This design comes from an exercise in tuning for small area, a short achievable clock period and few clock cycles per item on the open sky130 flow, not from production work.
Only simulation tests tie the RTL to the original design; equivalence was not proved.

==> inputs of run a <==
==> flow/design.v <==
package swd_pkg;
  localparam int unsigned DATA_W  = 32;
  localparam int unsigned POS_W   = 8;
  localparam int unsigned COUNT_W = 8;
  typedef enum logic [1:0] {
    CMD_PUSH   = 2'd0,
    CMD_POP    = 2'd1,
    CMD_PEEK   = 2'd2,
    CMD_DELETE = 2'd3
  } cmd_e;
  typedef enum logic [1:0] {
    ST_OK        = 2'd0,
    ST_OVERFLOW  = 2'd1,
    ST_UNDERFLOW = 2'd2,
    ST_BADPOS    = 2'd3
  } status_e;
endpackage
import swd_pkg::*;
module swd_ram #(
  parameter int unsigned DEPTH = 128,
  parameter int unsigned LO_N  = 8,
  parameter int unsigned HI_N  = DEPTH / LO_N
) (
  input  logic                              clk_i,
  input  logic [HI_N-1:0]                   push_i,      
  input  logic [swd_pkg::DATA_W-1:0]        push_data_i,
  input  logic [HI_N-1:0]                   pull_lt_i,
  input  logic [HI_N-1:0]                   pull_eq_i,
  input  logic [LO_N-1:0]                   pull_le_i,
  input  logic [HI_N-1:0]                   rd_eq_i,
  input  logic [LO_N-1:0]                   rd_lo_i,
  output logic [swd_pkg::DATA_W-1:0]        rd_data_o
);
  logic [DATA_W-1:0] mem   [DEPTH];
  logic [DATA_W-1:0] mem_n [DEPTH];
  logic [DATA_W-1:0] sel_data [DEPTH];
  for (genvar i = 0; i < DEPTH; i++) begin : g_slot
    logic [DATA_W-1:0] from_top, from_bot;
    logic              pull, hold, rd;
    assign from_top = (i == 0) ? push_data_i : mem[(i == 0) ? 0 : i - 1];
    assign from_bot = (i == DEPTH - 1) ? '0 : mem[(i == DEPTH - 1) ? i : i + 1];
    assign pull     = pull_lt_i[i / LO_N] || (pull_eq_i[i / LO_N] && pull_le_i[i % LO_N]);
    assign hold     = !(push_i[i / LO_N] || pull);
    assign rd       = rd_eq_i[i / LO_N] && rd_lo_i[i % LO_N];
    always_ff @(posedge clk_i) begin
      mem_n[i] <= ~(({DATA_W{push_i[i / LO_N]}} & from_top)
                  | ({DATA_W{pull}}   & from_bot)
                  | ({DATA_W{hold}}   & mem[i]));
    end
    assign mem[i] = ~mem_n[i];
    assign sel_data[i] = {DATA_W{rd}} & mem[i];
  end
  always_comb begin
    rd_data_o = '0;
    for (int i = 0; i < DEPTH; i++) begin
      rd_data_o = rd_data_o | sel_data[i];
    end
  end
endmodule
import swd_pkg::*;
module stack_with_delete_at_depth #(
  parameter int unsigned DEPTH = 128
) (
  input  logic                                clk_i,
  input  logic                                rst_ni,
  input  logic                                cmd_valid_i,
  output logic                                cmd_ready_o,
  input  logic [1:0]                          cmd_op_i,
  input  logic [swd_pkg::DATA_W-1:0]          cmd_value_i,
  input  logic [swd_pkg::POS_W-1:0]           cmd_position_i,
  output logic                                res_valid_o,
  input  logic                                res_ready_i,
  output logic [swd_pkg::DATA_W-1:0]          res_data_o,
  output logic [swd_pkg::COUNT_W-1:0]         res_count_o,
  output logic                                res_empty_o,
  output logic                                res_full_o,
  output logic [1:0]                          res_status_o
);
  localparam int unsigned CW    = $clog2(DEPTH + 1);
  localparam int unsigned AW    = $clog2(DEPTH);
  localparam int unsigned LO_W  = 3;
  localparam int unsigned LO_N  = 1 << LO_W;
  localparam int unsigned HI_N  = DEPTH / LO_N;
  localparam int unsigned RW    = DATA_W + COUNT_W + 4;   
  localparam int unsigned QN    = 3;                      
  localparam int unsigned TOTAL = QN + 1;                 
  logic               rdy_q;
  logic               acc;
  assign acc = cmd_valid_i && rdy_q;
  logic            d_push, d_pop, d_peek, d_del, d_pos_ok, d_shift, d_read;
  logic [AW-1:0]   d_idx;           
  logic [AW-LO_W-1:0] d_hi;
  logic [LO_W-1:0] d_lo;
  logic [HI_N-1:0] d_lt, d_eq;
  logic [LO_N-1:0] d_le, d_lo1;
  assign d_push   = (cmd_op_i == CMD_PUSH);
  assign d_pop    = (cmd_op_i == CMD_POP);
  assign d_peek   = (cmd_op_i == CMD_PEEK);
  assign d_del    = (cmd_op_i == CMD_DELETE);
  assign d_pos_ok = (cmd_position_i != '0) && (cmd_position_i <= POS_W'(DEPTH));
  assign d_shift  = d_pop || (d_del && d_pos_ok);
  assign d_read   = d_pop || d_peek || (d_del && d_pos_ok);
  assign d_idx    = d_del ? AW'(cmd_position_i - POS_W'(1)) : '0;
  assign d_hi     = d_idx[AW-1:LO_W];
  assign d_lo     = d_idx[LO_W-1:0];
  for (genvar g = 0; g < HI_N; g++) begin : g_dhi
    assign d_lt[g] = (d_hi < (AW - LO_W)'(g));
    assign d_eq[g] = (d_hi == (AW - LO_W)'(g));
  end
  for (genvar l = 0; l < LO_N; l++) begin : g_dlo
    assign d_le[l]  = (d_lo <= LO_W'(l));
    assign d_lo1[l] = (d_lo == LO_W'(l));
  end
  logic               c_valid_q, c_push_q, c_pop_q, c_peek_q, c_del_q;
  logic [DATA_W-1:0]  c_value_q;
  logic [POS_W-1:0]   c_pos_q;
  logic [HI_N-1:0]    c_pull_lt_q, c_pull_eq_q, c_rd_eq_q;
  logic [LO_N-1:0]    c_pull_le_q, c_rd_lo_q;
  always_ff @(posedge clk_i or negedge rst_ni) begin
    if (!rst_ni) begin
      c_valid_q   <= 1'b0;
      c_push_q    <= 1'b0;
      c_pop_q     <= 1'b0;
      c_peek_q    <= 1'b0;
      c_del_q     <= 1'b0;
      c_pull_lt_q <= '0;
      c_pull_eq_q <= '0;
      c_rd_eq_q   <= '0;
    end else begin
      c_valid_q   <= acc;
      c_push_q    <= acc && d_push;
      c_pop_q     <= acc && d_pop;
      c_peek_q    <= acc && d_peek;
      c_del_q     <= acc && d_del;
      c_pull_lt_q <= (acc && d_shift) ? d_lt : '0;
      c_pull_eq_q <= (acc && d_shift) ? d_eq : '0;
      c_rd_eq_q   <= (acc && d_read)  ? d_eq : '0;
    end
  end
  always_ff @(posedge clk_i) begin
    c_value_q   <= cmd_value_i;
    c_pos_q     <= cmd_position_i;
    c_pull_le_q <= d_le;
    c_rd_lo_q   <= d_lo1;
  end
  logic [CW-1:0]  count_q, count_d;
  logic           empty_q, full_q;
  logic [HI_N-1:0] occ_q;           
  logic [HI_N-1:0] push_g;
  logic           pos_nz, pos_le;
  logic           push_ok, pop_ok, peek_ok, del_ok, rd_ok, dec;
  logic [1:0]     status;
  logic [DATA_W-1:0] rd_data;
  assign pos_nz  = (c_pos_q != '0);
  assign pos_le  = ({1'b0, c_pos_q} <= {{(POS_W + 1 - CW){1'b0}}, count_q});
  assign push_ok = c_push_q && !full_q;
  assign pop_ok  = c_pop_q  && !empty_q;
  assign peek_ok = c_peek_q && !empty_q;
  assign del_ok  = c_del_q  && pos_nz && pos_le;    
  assign rd_ok   = pop_ok || peek_ok || del_ok;
  assign dec     = pop_ok || del_ok;
  for (genvar g = 0; g < HI_N; g++) begin : g_push
    assign push_g[g] = push_ok && occ_q[g];
  end
  swd_ram #(.DEPTH(DEPTH), .LO_N(LO_N)) u_ram (
    .clk_i       (clk_i),
    .push_i      (push_g),
    .push_data_i (c_value_q),
    .pull_lt_i   (c_pull_lt_q),
    .pull_eq_i   (c_pull_eq_q),
    .pull_le_i   (c_pull_le_q),
    .rd_eq_i     (c_rd_eq_q),
    .rd_lo_i     (c_rd_lo_q),
    .rd_data_o   (rd_data)
  );
  always_comb begin
    status = ST_OK;
    if (c_push_q && full_q)                     status = ST_OVERFLOW;
    else if (!c_push_q && empty_q)              status = ST_UNDERFLOW;
    else if (c_del_q && !(pos_nz && pos_le))    status = ST_BADPOS;
  end
  always_comb begin
    count_d = count_q;
    if (push_ok)  count_d = count_q + CW'(1);
    else if (dec) count_d = count_q - CW'(1);
  end
  always_ff @(posedge clk_i or negedge rst_ni) begin
    if (!rst_ni) begin
      count_q <= '0;
      empty_q <= 1'b1;
      full_q  <= 1'b0;
      occ_q   <= HI_N'(1);
    end else begin
      count_q <= count_d;
      empty_q <= (count_d == '0);
      full_q  <= (count_d == CW'(DEPTH));
      for (int g = 0; g < HI_N; g++) occ_q[g] <= (count_d >= CW'(g * LO_N));
    end
  end
  logic           r_valid_q;
  logic [RW-1:0]  r_q;
  always_ff @(posedge clk_i or negedge rst_ni) begin
    if (!rst_ni) r_valid_q <= 1'b0;
    else         r_valid_q <= c_valid_q;
  end
  always_ff @(posedge clk_i) begin
    r_q <= {rd_data & {DATA_W{rd_ok}}, COUNT_W'(count_d), (count_d == '0),
            (count_d == CW'(DEPTH)), status};
  end
  logic [RW-1:0]      q_mem [QN];
  logic [1:0]         q_rd_q, q_wr_q;
  logic [1:0]         q_cnt_q;
  logic               o_valid_q;
  logic [RW-1:0]      o_q;
  logic               o_free, r_to_o, q_pop, q_push;
  logic [2:0]         tot_q, tot_d;
  logic               tk;
  assign o_free = !o_valid_q || res_ready_i;
  assign q_pop  = (q_cnt_q != '0) && o_free;
  assign r_to_o = r_valid_q && (q_cnt_q == '0) && o_free;
  assign q_push = r_valid_q && !r_to_o;
  assign tk     = o_valid_q && res_ready_i;
  always_ff @(posedge clk_i) begin
    if (q_push) q_mem[q_wr_q] <= r_q;
    if (o_free) o_q <= (q_cnt_q != '0) ? q_mem[q_rd_q] : r_q;
  end
  always_ff @(posedge clk_i or negedge rst_ni) begin
    if (!rst_ni) begin
      q_rd_q    <= '0;
      q_wr_q    <= '0;
      q_cnt_q   <= '0;
      o_valid_q <= 1'b0;
    end else begin
      if (q_pop)  q_rd_q <= (q_rd_q == 2'(QN - 1)) ? '0 : q_rd_q + 2'd1;
      if (q_push) q_wr_q <= (q_wr_q == 2'(QN - 1)) ? '0 : q_wr_q + 2'd1;
      q_cnt_q <= q_cnt_q + 2'(q_push) - 2'(q_pop);
      if (o_free) o_valid_q <= (q_cnt_q != '0) || r_valid_q;
    end
  end
  assign tot_d = tot_q + 3'(acc) - 3'(tk);
  always_ff @(posedge clk_i or negedge rst_ni) begin
    if (!rst_ni) begin
      tot_q <= '0;
      rdy_q <= 1'b0;    
    end else begin
      tot_q <= tot_d;
      rdy_q <= (tot_d < 3'(TOTAL));
    end
  end
  assign cmd_ready_o  = rdy_q;
  assign res_valid_o  = o_valid_q;
  assign res_data_o   = o_q[RW-1 -: DATA_W];
  assign res_count_o  = o_q[4 +: COUNT_W];
  assign res_empty_o  = o_q[3];
  assign res_full_o   = o_q[2];
  assign res_status_o = o_q[1:0];
endmodule
==> flow/run.sh <==
#!/bin/bash
# synth_recipe.tcl (not shown) runs the flow's synth.tcl, then flattens the netlist and writes it again
# the make line also repeats each setting of config.mk as NAME=value (left out here)
make -C /OpenROAD-flow-scripts/flow DESIGN_CONFIG=/design/flow/config.mk WORK_HOME=/design/flow/orfs CLKGATE_MAP_FILE= SYNTH_SCRIPT=/design/flow/synth_recipe.tcl finish
==> flow/config.mk <==
export PLATFORM = sky130hd
export DESIGN_NAME = stack_with_delete_at_depth
export DESIGN_NICKNAME = stack_with_delete_at_depth
export VERILOG_FILES = /design/flow/design.v
export SDC_FILE = /design/flow/constraint.sdc
export NUM_CORES = 4
export LEC_CHECK = 0
export CAP_MARGIN = 20
export CELL_PAD_IN_SITES_DETAIL_PLACEMENT = 1
export CELL_PAD_IN_SITES_GLOBAL_PLACEMENT = 1
export CORE_MARGIN = 2
export CORE_UTILIZATION = 16
export CTS_CLUSTER_DIAMETER = 80
export CTS_CLUSTER_SIZE = 20
export PLACE_DENSITY = 0.28
export SETUP_SLACK_MARGIN = 5
export SLEW_MARGIN = 20
==> flow/constraint.sdc <==
create_clock -name core_clock -period 9.0 [get_ports {clk_i}]
set_input_delay 1.8000 -clock core_clock [delete_from_list [all_inputs] [get_ports {clk_i}]]
set_output_delay 1.8000 -clock core_clock [all_outputs]
set_load 0.01 [all_outputs]
==> run b (differences from run a) <==
--- a/flow/design.v
+++ b/flow/design.v
@@ -24,3 +24,3 @@
   input  logic                              clk_i,
-  input  logic [HI_N-1:0]                   push_i,      
+  input  logic                              push_i,      
   input  logic [swd_pkg::DATA_W-1:0]        push_data_i,
@@ -42,6 +42,6 @@
     assign pull     = pull_lt_i[i / LO_N] || (pull_eq_i[i / LO_N] && pull_le_i[i % LO_N]);
-    assign hold     = !(push_i[i / LO_N] || pull);
+    assign hold     = !(push_i || pull);
     assign rd       = rd_eq_i[i / LO_N] && rd_lo_i[i % LO_N];
     always_ff @(posedge clk_i) begin
-      mem_n[i] <= ~(({DATA_W{push_i[i / LO_N]}} & from_top)
+      mem_n[i] <= ~(({DATA_W{push_i}} & from_top)
                   | ({DATA_W{pull}}   & from_bot)
@@ -147,4 +147,2 @@
   logic           empty_q, full_q;
-  logic [HI_N-1:0] occ_q;           
-  logic [HI_N-1:0] push_g;
   logic           pos_nz, pos_le;
@@ -161,8 +159,5 @@
   assign dec     = pop_ok || del_ok;
-  for (genvar g = 0; g < HI_N; g++) begin : g_push
-    assign push_g[g] = push_ok && occ_q[g];
-  end
   swd_ram #(.DEPTH(DEPTH), .LO_N(LO_N)) u_ram (
     .clk_i       (clk_i),
-    .push_i      (push_g),
+    .push_i      (push_ok),
     .push_data_i (c_value_q),
@@ -191,3 +186,2 @@
       full_q  <= 1'b0;
-      occ_q   <= HI_N'(1);
     end else begin
@@ -196,3 +190,2 @@
       full_q  <= (count_d == CW'(DEPTH));
-      for (int g = 0; g < HI_N; g++) occ_q[g] <= (count_d >= CW'(g * LO_N));
     end
@@ -243,3 +236,3 @@
       tot_q <= '0;
-      rdy_q <= 1'b0;    
+      rdy_q <= 1'b1;
     end else begin
Settings changed: CELL_PAD_IN_SITES_DETAIL_PLACEMENT 1 to unset, CELL_PAD_IN_SITES_GLOBAL_PLACEMENT 1 to unset, CORE_UTILIZATION 16 to 55, CTS_CLUSTER_DIAMETER 80 to unset, CTS_CLUSTER_SIZE 20 to unset, PLACE_DENSITY 0.28 to 0.68, SETUP_SLACK_MARGIN 5 to unset.
==> flow_metrics.tcl <==
set metrics [dict create \
    detail-route-antenna-nets 50 \
    violations "antenna violations" \
    status "complete, but fails checks" \
    pg_seq_mw 48.8 \
]
-- figures above: run a

==> flow_metrics.tcl <==
set metrics [dict create \
    error "[ERROR GRT-0116] Global routing finished with congestion. Check the congestion regions in the DRC Viewer." \
    status "stopped before the end" \
    lastStage "global routing (5_1_grt)" \
    synth_top_family_by_area "compound AO/OA/AOI/OAI gates" \
]
-- figures above: run b

Testbench counts of run a, summed over its fixed seeds: cycles 18,018, items 18,000.
Testbench counts of run b, summed over its fixed seeds: cycles 18,018, items 18,000.

[port drivers added, routing unchanged]
Ports are ideal in the flow. The routed layout listed here was re-timed in OpenROAD.
Step 1, drivers: a clkbuf_16 drives clk_i and a buf_2 each remaining input, both assumed.
Step 2 times the ports against the registers' clock, not the clock port: input delays grow and output delays shrink by t, the midpoint of the rising clock arrivals with the driver on.
a / b / c = ideal ports / drivers / drivers and shift; a / b = the first two.
run: run a
shift t [ns]: 1.315
setup slack, ns: 4.523 / 4.523 / 4.464
hold slack, ns: 0.357 / 0.357 / 0.357
worst setup path at the end: input to register
The setup slack of run a moves by 0.000 ns with the drivers and by -0.059 ns with both steps.
